What follows belongs to an exercise in optimizing a design on an open flow for small area; a production flow would make more cautious choices. The RTL was checked by simulation tests, not by an equivalence proof against the original design. Power is estimated from default activity; no workload was simulated.

## cnn_pool_top
module cnn_pool_top (
    input  logic                 clk,
    input  logic                 reset_n,
    input  logic                 i_valid,
    output logic                 o_ready,
    input  logic [CI*PIX_BW-1:0] i_pixel,
    input  cnn_ctrl_pkg::pool_op_e             i_pool_op,
    output logic                 o_valid,
    output logic [CI*PIX_BW-1:0] o_pool,
    output logic                 o_last,
    input  logic                 i_ready
);
    logic                     shift;
    logic                     odd_col;
    logic                     odd_row;
    cnn_ctrl_pkg::pool_op_e   op;
    for (genvar c = 0; c < CI; c++) begin : g_ch
        logic [PIX_BW-2:0] result;
        logic [PIX_BW-2:0] mag;
        logic              neg;
        relu_stage u_relu (
            .i_pixel (i_pixel[c*PIX_BW +: PIX_BW]),
            .o_mag   (mag),
            .o_neg   (neg)
        );
        line_buffer u_line_buffer (
            .clk       (clk),
            .i_shift   (shift),
            .i_odd_col (odd_col),
  ...
Size: about 670 cells after synthesis, roughly 200 flip-flops, ~100 I/O pins.
Settings: LEC_CHECK=0, ABC_AREA=1, CAP_MARGIN=20, CORE_MARGIN=2, CORE_UTILIZATION=65, SLEW_MARGIN=20; clock period 10.0 ns.
standard.sh (not shown) runs the stock make flow with config.mk's settings and CLKGATE_MAP_FILE= SYNTH_SCRIPT=/design/flow/synth_recipe.tcl, a recipe that flattens the netlist after the stock synthesis.
==> flow/flow/run.sh <==
#!/bin/bash
# The standard layout (the standard.sh, unchanged ORFS steps) with
# settings that only reduce cell area:
#  - Yosys's synth skips its quick ABC pass (-noabc), so the adders reach
#    extract_fa as written and map to full adders without inverters between
#    them; the final ABC run maps the logic for area alone
#    (flow/abc_area.script: no buffering or upsizing in ABC; OpenROAD
#    repairs slew, load and timing later);
#  - the port buffers are the smallest buffer, buf_1, not clkdlybuf4s50_1;
#  - CTS uses small clock buffers and no dummy loads.
# Each tool's output goes to a log file of its own in this folder.
set -euo pipefail
W=$PWD

rm -rf "$W/scripts_area"
cp -r "$FLOW_HOME/scripts" "$W/scripts_area"
cp "$W/flow/abc_area.script" "$W/scripts_area/abc_area.script"
# ABC keeps a22o_2 over the smaller a22o_1 of the same function; synthesis
# leaves it out (OpenROAD may still use it later)
sed -i '1i set ::env(DONT_USE_CELLS) "$::env(DONT_USE_CELLS) sky130_fd_sc_hd__a22o_2"' "$W/scripts_area/synth_preamble.tcl"
export SCRIPTS_DIR="$W/scripts_area"

export SYNTH_ARGS="-noabc"
export BUFFER_PORTS_ARGS="-buffer_cell sky130_fd_sc_hd__buf_1"
export CTS_ARGS="-sink_clustering_enable -repair_clock_nets -sink_clustering_size 20 -sink_clustering_max_diameter 60 -buf_list {sky130_fd_sc_hd__clkbuf_2 sky130_fd_sc_hd__clkbuf_4 sky130_fd_sc_hd__clkbuf_8} -dont_use_dummy_load"

bash standard.sh synth > "$W/synth.log" 2>&1
bash standard.sh > "$W/layout.log" 2>&1
==> flow/flow/abc_area.script <==
strash
dc2
dch -f
map -a
topo
The baseline finished clean.
Rerun with:
--- a/flow/flow/run.sh
+++ b/flow/flow/run.sh
@@ -25 +25 @@
-export CTS_ARGS="-sink_clustering_enable -repair_clock_nets -sink_clustering_size 20 -sink_clustering_max_diameter 60 -buf_list {sky130_fd_sc_hd__clkbuf_2 sky130_fd_sc_hd__clkbuf_4 sky130_fd_sc_hd__clkbuf_8} -dont_use_dummy_load"
+export CTS_ARGS="-sink_clustering_enable -repair_clock_nets -sink_clustering_size 25 -sink_clustering_max_diameter 45 -buf_list {sky130_fd_sc_hd__clkbuf_8} -dont_use_dummy_load"
Settings changed: CAP_MARGIN 20 to 0, CORE_UTILIZATION 65 to 80, SLEW_MARGIN 20 to 0.
Effect: The new run ran to the end with no violations. Sequential share of layout area rose by 0.18 points. Sequential power barely changes. Setup slack gets worse by 110 ps. Combinational power rose by about 2%. Global-route usage climbs by 6.0 points. Synthesized area is unchanged. Total power climbs by 1.9%. Die area goes down by 18%.

---

JK:
Another version of the RTL of cnn_pool_top (not shown whole).
Size: ~200 flip-flops, about 100 I/O pins, roughly 8800 µm² of cells after synthesis.
clock: 10.0 ns
lec_check: 0
abc_area: 1
cap_margin: 20
core_margin: 2
core_utilization: 40
slew_margin: 20
==> flow/flow/run.sh <==
#!/bin/bash
# The standard layout (the standard.sh, unchanged ORFS steps) with
# three settings that only reduce cell area:
#  - ABC maps the logic for area alone (flow/abc_area.script: no buffering
#    or upsizing in ABC; OpenROAD repairs slew, load and timing later);
#  - the port buffers are the smallest buffer, buf_1, not clkdlybuf4s50_1;
#  - CTS uses small clock buffers and no dummy loads.
# Each tool's output goes to a log file of its own in this folder.
set -euo pipefail
W=$PWD

rm -rf "$W/scripts_area"
cp -r "$FLOW_HOME/scripts" "$W/scripts_area"
cp "$W/flow/abc_area.script" "$W/scripts_area/abc_area.script"
# ABC keeps a22o_2 over the smaller a22o_1 of the same function; synthesis
# leaves it out (OpenROAD may still use it later)
sed -i '1i set ::env(DONT_USE_CELLS) "$::env(DONT_USE_CELLS) sky130_fd_sc_hd__a22o_2"' "$W/scripts_area/synth_preamble.tcl"
export SCRIPTS_DIR="$W/scripts_area"

export BUFFER_PORTS_ARGS="-buffer_cell sky130_fd_sc_hd__buf_1"
export CTS_ARGS="-sink_clustering_enable -repair_clock_nets -sink_clustering_size 35 -sink_clustering_max_diameter 100 -buf_list {sky130_fd_sc_hd__clkbuf_16} -dont_use_dummy_load"

bash standard.sh synth > "$W/synth.log" 2>&1
bash standard.sh > "$W/layout.log" 2>&1
Scripts as last shown in full above: flow/flow/abc_area.script
Input changes introduced in MS (baseline for comparison: JK):
# JK
export LEC_CHECK = 0
export ABC_AREA = 1
export CAP_MARGIN = 20
export CORE_MARGIN = 2
export CORE_UTILIZATION = 40
export SLEW_MARGIN = 20
create_clock -name core_clock -period 10.0 [get_ports {clk}]
# MS
export LEC_CHECK = 0
export ABC_AREA = 1
export CAP_MARGIN = 20
export CORE_MARGIN = 2
export CORE_UTILIZATION = 65
export SLEW_MARGIN = 20
create_clock -name core_clock -period 10.0 [get_ports {clk}]
-- flow/flow/run.sh --
<<< JK, line 20
export BUFFER_PORTS_ARGS="-buffer_cell sky130_fd_sc_hd__buf_1"
export CTS_ARGS="-sink_clustering_enable -repair_clock_nets -sink_clustering_size 35 -sink_clustering_max_diameter 100 -buf_list {sky130_fd_sc_hd__clkbuf_16} -dont_use_dummy_load"

>>> MS, line 20
export BUFFER_PORTS_ARGS="-buffer_cell sky130_fd_sc_hd__buf_1"
export CTS_ARGS="-sink_clustering_enable -repair_clock_nets -sink_clustering_size 20 -sink_clustering_max_diameter 60 -buf_list {sky130_fd_sc_hd__clkbuf_2 sky130_fd_sc_hd__clkbuf_4 sky130_fd_sc_hd__clkbuf_8} -dont_use_dummy_load"

==> comparison <==
Going from JK to MS, sequential share of layout area now larger; number of sequential cells comparable; die outline height now smaller; longest individual stage delay on the worst path comparable; sum of internal, switching and leakage power now smaller.
MS vs JK — internal power consumption dropped by a few percent
The lower hold slack came out of JK.
Setup changes, MS to AL
# MS
export LEC_CHECK = 0
export ABC_AREA = 1
export CAP_MARGIN = 20
export CORE_MARGIN = 2
export CORE_UTILIZATION = 65
export SLEW_MARGIN = 20
create_clock -name core_clock -period 10.0 [get_ports {clk}]
# AL
export LEC_CHECK = 0
export ABC_AREA = 1
export CAP_MARGIN = 20
export CORE_MARGIN = 2
export CORE_UTILIZATION = 40
export SLEW_MARGIN = 20
create_clock -name core_clock -period 10.0 [get_ports {clk}]
-- flow/flow/run.sh --
<<< MS, line 20
export BUFFER_PORTS_ARGS="-buffer_cell sky130_fd_sc_hd__buf_1"
export CTS_ARGS="-sink_clustering_enable -repair_clock_nets -sink_clustering_size 20 -sink_clustering_max_diameter 60 -buf_list {sky130_fd_sc_hd__clkbuf_2 sky130_fd_sc_hd__clkbuf_4 sky130_fd_sc_hd__clkbuf_8} -dont_use_dummy_load"

>>> AL, line 20
export BUFFER_PORTS_ARGS="-buffer_cell sky130_fd_sc_hd__buf_1"
export CTS_ARGS="-sink_clustering_enable -repair_clock_nets -sink_clustering_size 12 -sink_clustering_max_diameter 40 -buf_list {sky130_fd_sc_hd__clkbuf_4} -dont_use_dummy_load"

## What came out
g_ch[0].u_line_buffer.tail[15] as the end of the critical path was reported by AL, and g_ch[2].u_line_buffer.tail[16] by MS.
Per the comparison of AL with MS, sequential-cell power consumption about even; sequential share of cell area lost 1.3 points; count of placed standard cells in the final layout, fillers left out picked up an extra 14%; maximum operating frequency up 3.1%; post-layout worst setup margin climbed 270 ps.
Taking MS as the reference point, the final area of AL rises by about 2.2%.
Per the comparison of AL with MS, fraction of area in multi-input gates lost 0.60 points, sequential fraction of design power lost 1.1 points.
Input changes introduced in TR (baseline for comparison: AL):
-- flow/flow/run.sh --
<<< AL, line 20
export BUFFER_PORTS_ARGS="-buffer_cell sky130_fd_sc_hd__buf_1"
export CTS_ARGS="-sink_clustering_enable -repair_clock_nets -sink_clustering_size 12 -sink_clustering_max_diameter 40 -buf_list {sky130_fd_sc_hd__clkbuf_4} -dont_use_dummy_load"

>>> TR, line 20
export BUFFER_PORTS_ARGS="-buffer_cell sky130_fd_sc_hd__buf_1"
export CTS_ARGS="-sink_clustering_enable -repair_clock_nets -sink_clustering_size 20 -sink_clustering_max_diameter 60 -buf_list {sky130_fd_sc_hd__clkbuf_2 sky130_fd_sc_hd__clkbuf_4 sky130_fd_sc_hd__clkbuf_8} -dont_use_dummy_load"

[summary]
TR ended with less total routing usage reported by global routing than AL.
Row number of clock buffers in the layout: TR lower / AL higher
The run with more routed wire is AL, not TR.
Diff AL -> TR: post-detailed-route via-to-cell ratio barely changed; minimum clock period +87 ps; TritonCTS buffer count moved down.
Compared with AL, in TR final cell count dropped 1.7%; clock skew dropped 37 ps.
Final instance area delta (TR -> AL): insignificant
AL -> TR: sequential cell area delta 0, exact match

---

The RTL this note starts from:
==> flow/design.v <==
package cnn_geom_pkg;
    localparam int CI     = 3;
    localparam int PIX_BW = 16;
    localparam int IMG_W  = 8;
    localparam int IMG_H  = 8;
    localparam int POOL_W = IMG_W / 2;
    localparam int COL_BW = 3;
    localparam int ROW_BW = 3;
endpackage
package cnn_ctrl_pkg;
    typedef enum logic {
        POOL_MAX = 1'b0,
        POOL_AVG = 1'b1
    } pool_op_e;
    typedef enum logic [1:0] {
        S_IDLE = 2'd0,
        S_RUN  = 2'd1,
        S_HOLD = 2'd2
    } pool_state_e;
endpackage
import cnn_geom_pkg::*;
module relu_stage (
    input  logic [PIX_BW-1:0] i_pixel,
    output logic [PIX_BW-2:0] o_mag,
    output logic              o_neg
);
    assign o_mag = i_pixel[PIX_BW-2:0];
    assign o_neg = i_pixel[PIX_BW-1];
endmodule
import cnn_geom_pkg::*;
module line_buffer (
    input  logic              clk,
    input  logic              i_shift,
    input  logic              i_odd_col,
    input  logic              i_odd_row,
    input  cnn_ctrl_pkg::pool_op_e i_op,
    input  logic [PIX_BW-2:0] i_mag,
    input  logic              i_neg,
    output logic [PIX_BW-2:0] o_result
);
    logic [PIX_BW:0]   tail;
    logic [PIX_BW-1:0] ring [POOL_W-1];
    logic [PIX_BW-1:0] folded;
    logic [PIX_BW:0]   head;
    logic [PIX_BW:0]   acc_in;
    logic [PIX_BW:0]   acc_out;
    logic              avg;
    assign avg = (i_op == cnn_ctrl_pkg::POOL_AVG);
    assign folded = {tail[PIX_BW-1:1], avg ? tail[0] : tail[PIX_BW]};
    assign head   = {~avg & ring[0][0], ring[0][PIX_BW-1:1], avg & ring[0][0]};
    assign acc_in = (i_odd_col || !i_shift) ? tail
                  : (i_odd_row ? head : '0);
    pool_unit u_pool_unit (
        .i_op   (i_op),
        .i_hold (~i_shift),
        .i_acc  (acc_in),
        .i_mag  (i_mag),
        .i_neg  (i_neg),
        .o_acc  (acc_out)
    );
    always_ff @(posedge clk) begin
        tail <= acc_out;
        if (i_shift && !i_odd_col) begin
            ring[POOL_W-2] <= folded;
            for (int i = 0; i < POOL_W-2; i++) begin
                ring[i] <= ring[i+1];
            end
        end
    end
    assign o_result = tail[PIX_BW:2];
endmodule
import cnn_geom_pkg::*;
import cnn_ctrl_pkg::*;
module pool_unit (
    input  cnn_ctrl_pkg::pool_op_e  i_op,
    input  logic                    i_hold,
    input  logic [PIX_BW:0]         i_acc,
    input  logic [PIX_BW-2:0]       i_mag,
    input  logic                    i_neg,
    output logic [PIX_BW:0]         o_acc
);
    logic [PIX_BW:0]   nacc;
    logic [PIX_BW-2:0] naddend;
    logic [PIX_BW:0]   nsum;
    logic [PIX_BW+1:0] ncarry;
    logic [PIX_BW-1:0] borrow;
    logic              keep;
    assign nacc    = ~i_acc;
    assign naddend = (i_op == POOL_AVG && !i_neg && !i_hold) ? ~i_mag : '1;
    assign ncarry[0] = 1'b1;
    for (genvar i = 0; i <= PIX_BW; i++) begin : g_add
        if (i < PIX_BW-1) begin : g_fa
            assign nsum[i]     = nacc[i] ^ naddend[i] ^ ncarry[i];
            assign ncarry[i+1] = (nacc[i] & naddend[i]) | (nacc[i] & ncarry[i])
                               | (naddend[i] & ncarry[i]);
        end else begin : g_ha
            assign nsum[i]     = ~(nacc[i] ^ ncarry[i]);
            assign ncarry[i+1] = nacc[i] | ncarry[i];
        end
    end
    assign borrow[0] = 1'b0;
    for (genvar i = 0; i < PIX_BW-1; i++) begin : g_cmp
        assign borrow[i+1] = (nacc[i+2] & i_mag[i]) | (nacc[i+2] & borrow[i])
                           | (i_mag[i] & borrow[i]);
    end
    assign keep = i_neg | ~borrow[PIX_BW-1];
    assign o_acc = (i_op == POOL_AVG || keep || i_hold) ? ~nsum : {i_mag, 2'b00};
endmodule
import cnn_geom_pkg::*;
import cnn_ctrl_pkg::*;
module pool_ctrl (
    input  logic                 clk,
    input  logic                 reset_n,
    input  logic                 i_valid,
    output logic                 o_ready,
    input  cnn_ctrl_pkg::pool_op_e i_pool_op,
    output cnn_ctrl_pkg::pool_op_e o_op,
    output logic                 o_shift,
    output logic                 o_odd_col,
    output logic                 o_odd_row,
    output logic                 o_valid,
    output logic                 o_last,
    input  logic                 i_ready
);
    cnn_ctrl_pkg::pool_op_e op_q;
    logic [COL_BW-1:0] col;
    logic [ROW_BW-1:0] row;
    logic              accept;
    logic              frame_start;
    logic              win_done;
    assign o_ready = ~(o_valid & ~i_ready);
    assign accept  = i_valid & o_ready;
    assign frame_start = (row == '0) & (col == '0);
    assign win_done    = accept & row[0] & col[0];
    assign o_last = o_valid & frame_start;
    assign o_op      = cnn_ctrl_pkg::pool_op_e'(frame_start ? i_pool_op : op_q);
    assign o_shift   = accept;
    assign o_odd_col = col[0];
    assign o_odd_row = row[0];
    always_ff @(posedge clk or negedge reset_n) begin
        if (!reset_n) begin
            op_q    <= POOL_MAX;
            col     <= '0;
            row     <= '0;
            o_valid <= 1'b0;
        end else begin
            if (accept && frame_start) op_q <= i_pool_op;
            {row, col} <= {row, col} + (COL_BW+ROW_BW)'(accept);
            if (win_done) begin
                o_valid <= 1'b1;
            end else if (i_ready) begin
                o_valid <= 1'b0;
            end
        end
    end
endmodule
import cnn_geom_pkg::*;
import cnn_ctrl_pkg::*;
module cnn_pool_top (
    input  logic                 clk,
    input  logic                 reset_n,
    input  logic                 i_valid,
    output logic                 o_ready,
    input  logic [CI*PIX_BW-1:0] i_pixel,
    input  cnn_ctrl_pkg::pool_op_e             i_pool_op,
    output logic                 o_valid,
    output logic [CI*PIX_BW-1:0] o_pool,
    output logic                 o_last,
    input  logic                 i_ready
);
    logic                     shift;
    logic                     odd_col;
    logic                     odd_row;
    cnn_ctrl_pkg::pool_op_e   op;
    for (genvar c = 0; c < CI; c++) begin : g_ch
        logic [PIX_BW-2:0] result;
        logic [PIX_BW-2:0] mag;
        logic              neg;
        relu_stage u_relu (
            .i_pixel (i_pixel[c*PIX_BW +: PIX_BW]),
            .o_mag   (mag),
            .o_neg   (neg)
        );
        line_buffer u_line_buffer (
            .clk       (clk),
            .i_shift   (shift),
            .i_odd_col (odd_col),
            .i_odd_row (odd_row),
            .i_op      (op),
            .i_mag     (mag),
            .i_neg     (neg),
            .o_result  (result)
        );
        assign o_pool[c*PIX_BW +: PIX_BW] = {1'b0, result};
    end
    pool_ctrl u_pool_ctrl (
        .clk       (clk),
        .reset_n   (reset_n),
        .i_valid   (i_valid),
        .o_ready   (o_ready),
        .i_pool_op (i_pool_op),
        .o_op      (op),
        .o_shift   (shift),
        .o_odd_col (odd_col),
        .o_odd_row (odd_row),
        .o_valid   (o_valid),
        .o_last    (o_last),
        .i_ready   (i_ready)
    );
endmodule
Settings: LEC_CHECK=0, ABC_AREA=1, CAP_MARGIN=20, CORE_MARGIN=2, CORE_UTILIZATION=80, SLEW_MARGIN=20; clock period 10.0 ns.
==> flow/flow/run.sh <==
#!/bin/bash
# The standard layout (the standard.sh, unchanged ORFS steps) with
# settings that only reduce cell area:
#  - Yosys's synth skips its quick ABC pass (-noabc), so the adders reach
#    extract_fa as written and map to full adders without inverters between
#    them; the final ABC run maps the logic for area alone
#    (flow/abc_area.script: no buffering or upsizing in ABC; OpenROAD
#    repairs slew, load and timing later);
#  - the port buffers are the smallest buffer, buf_1, not clkdlybuf4s50_1;
#  - CTS uses small clock buffers and no dummy loads.
# Each tool's output goes to a log file of its own in this folder.
set -euo pipefail
W=$PWD

rm -rf "$W/scripts_area"
cp -r "$FLOW_HOME/scripts" "$W/scripts_area"
cp "$W/flow/abc_area.script" "$W/scripts_area/abc_area.script"
# ABC keeps a22o_2 over the smaller a22o_1 of the same function; synthesis
# leaves it out (OpenROAD may still use it later)
sed -i '1i set ::env(DONT_USE_CELLS) "$::env(DONT_USE_CELLS) sky130_fd_sc_hd__a22o_2"' "$W/scripts_area/synth_preamble.tcl"
export SCRIPTS_DIR="$W/scripts_area"

export SYNTH_ARGS="-noabc"
export BUFFER_PORTS_ARGS="-buffer_cell sky130_fd_sc_hd__buf_1"
export CTS_ARGS="-sink_clustering_enable -repair_clock_nets -sink_clustering_size 20 -sink_clustering_max_diameter 60 -buf_list {sky130_fd_sc_hd__clkbuf_2 sky130_fd_sc_hd__clkbuf_4 sky130_fd_sc_hd__clkbuf_8} -dont_use_dummy_load"

bash standard.sh synth > "$W/synth.log" 2>&1
bash standard.sh > "$W/layout.log" 2>&1
Scripts as last shown in full above: flow/flow/abc_area.script
The baseline finished clean.
Change:
--- a/flow/flow/run.sh
+++ b/flow/flow/run.sh
@@ -24,3 +24,3 @@
 export BUFFER_PORTS_ARGS="-buffer_cell sky130_fd_sc_hd__buf_1"
-export CTS_ARGS="-sink_clustering_enable -repair_clock_nets -sink_clustering_size 20 -sink_clustering_max_diameter 60 -buf_list {sky130_fd_sc_hd__clkbuf_2 sky130_fd_sc_hd__clkbuf_4 sky130_fd_sc_hd__clkbuf_8} -dont_use_dummy_load"
+export CTS_ARGS="-sink_clustering_enable -repair_clock_nets -sink_clustering_size 24 -sink_clustering_max_diameter 50 -buf_list {sky130_fd_sc_hd__clkbuf_4 sky130_fd_sc_hd__clkbuf_8} -dont_use_dummy_load"
 
- CORE_UTILIZATION: 80 -> 65
Utilization shrinks by 15 points.
Routed wire length falls by 8.5%.
Via count came out lower by 5.7%.
Critical path depth does not change.
Non-clock buffer count is unchanged.
Combinational power is lower by 3.9%.
Area after synthesis is unchanged.
Change:
--- a/flow/flow/run.sh
+++ b/flow/flow/run.sh
@@ -24,3 +24,3 @@
 export BUFFER_PORTS_ARGS="-buffer_cell sky130_fd_sc_hd__buf_1"
-export CTS_ARGS="-sink_clustering_enable -repair_clock_nets -sink_clustering_size 24 -sink_clustering_max_diameter 50 -buf_list {sky130_fd_sc_hd__clkbuf_4 sky130_fd_sc_hd__clkbuf_8} -dont_use_dummy_load"
+export CTS_ARGS="-sink_clustering_enable -repair_clock_nets -sink_clustering_size 35 -sink_clustering_max_diameter 60 -buf_list {sky130_fd_sc_hd__clkbuf_16} -dont_use_dummy_load"
 
- CORE_UTILIZATION: 65 -> 80
Result: Synthesized area stays the same; sequential power stays flat; total power increases by 5.8%; register-to-register slack loses 300 ps; core utilization rose by 16 points; count of clock-buffer cells in the layout decreases by 5; hold slack is better by 18 ps; non-clock buffer count does not change; design area rose by 0.38%; wire length grows by 16%; final cell count goes down by 4.4%.
Change:
--- a/flow/flow/run.sh
+++ b/flow/flow/run.sh
@@ -24,3 +24,3 @@
 export BUFFER_PORTS_ARGS="-buffer_cell sky130_fd_sc_hd__buf_1"
-export CTS_ARGS="-sink_clustering_enable -repair_clock_nets -sink_clustering_size 35 -sink_clustering_max_diameter 60 -buf_list {sky130_fd_sc_hd__clkbuf_16} -dont_use_dummy_load"
+export CTS_ARGS="-sink_clustering_enable -repair_clock_nets -sink_clustering_size 30 -sink_clustering_max_diameter 40 -buf_list {sky130_fd_sc_hd__clkbuf_8} -dont_use_dummy_load"
 
- CAP_MARGIN: 20 -> 0
- SLEW_MARGIN: 20 -> 0
After rerunning: Synthesized area stays the same. Sequential power barely changes. Worst setup slack improves by 46 ps. Flip-flop and latch count is unchanged. Clock-buffer cell count went up by 10. Wire length went down by 3.2%. Global-route usage went down by 0.65 points. Final area is about the same.
Change:
--- a/flow/flow/run.sh
+++ b/flow/flow/run.sh
@@ -24,3 +24,3 @@
 export BUFFER_PORTS_ARGS="-buffer_cell sky130_fd_sc_hd__buf_1"
-export CTS_ARGS="-sink_clustering_enable -repair_clock_nets -sink_clustering_size 30 -sink_clustering_max_diameter 40 -buf_list {sky130_fd_sc_hd__clkbuf_8} -dont_use_dummy_load"
+export CTS_ARGS="-sink_clustering_enable -repair_clock_nets -sink_clustering_size 20 -sink_clustering_max_diameter 60 -buf_list {sky130_fd_sc_hd__clkbuf_2 sky130_fd_sc_hd__clkbuf_4 sky130_fd_sc_hd__clkbuf_8} -dont_use_dummy_load"
 
What happened: The new run finished with timing, DRC and antenna clean. Wire length drops by about 3%. Total power drops by about 4%. Via count drops by 0.46%. Worst setup slack gains 70 ps. Die area stays the same. Utilization drops by 1.1 points. Register-to-register slack is about the same. Flip-flop and latch count does not change. Non-clock buffer count stays the same. Sequential share of layout area climbs by 0.78 points. Count of clock-buffer cells in the layout drops by 9.

-- what the ideal ports hide --
The results above use ideal ports. As a check the final layouts listed here were re-extracted and re-timed, cells and wires unchanged. Step 1 (the two cells are an assumption about what drives the block):
set clk [get_ports {clk}]
set_driving_cell -lib_cell sky130_fd_sc_hd__clkbuf_16 $clk
set_driving_cell -lib_cell sky130_fd_sc_hd__buf_2 [delete_from_list [all_inputs] $clk]
Step 2, shift: input delay + t, output delay - t, t = (earliest + latest rising clock arrival at the registers) / 2. This alone moves slack from input paths to output paths. a / b / c = no drivers / after step 1 / after step 2; a / b = the first two.
| run | t, ns | slack for setup (ns) | worst setup path at the end |
|---|---|---|---|
| the first run of note 1 | 0.522 | 0.539 / 0.551 / 0.029 | input to register |
| the second run of note 1 | 0.513 | 0.432 / 0.446 / -0.067 | input to register |
| JK | 0.487 | 0.993 / 1.013 / 0.526 | input to register |
| MS | 0.524 | 0.843 / 0.860 / 0.337 | input to register |
| AL | 0.615 | 1.114 / 1.135 / 0.520 | input to register |
| TR | 0.539 | 1.028 / 1.045 / 0.505 | input to register |
| the first run of note 3 | 0.516 | 0.460 / 0.472 / -0.044 | input to register |
| the second run of note 3 | 0.503 | 0.512 / 0.529 / 0.026 | input to register |
| the third run of note 3 | 0.498 | 0.341 / 0.357 / -0.141 | input to register |
| the fourth run of note 3 | 0.542 | 0.386 / 0.399 / -0.143 | input to register |
| the fifth run of note 3 | 0.519 | 0.457 / 0.469 / -0.050 | input to register |
Met with ideal ports but missed after step 2: setup timing in 5 of these runs. The setup slack of AL, which loses most, moves by +0.021 ns with the drivers and by -0.594 ns with both steps.
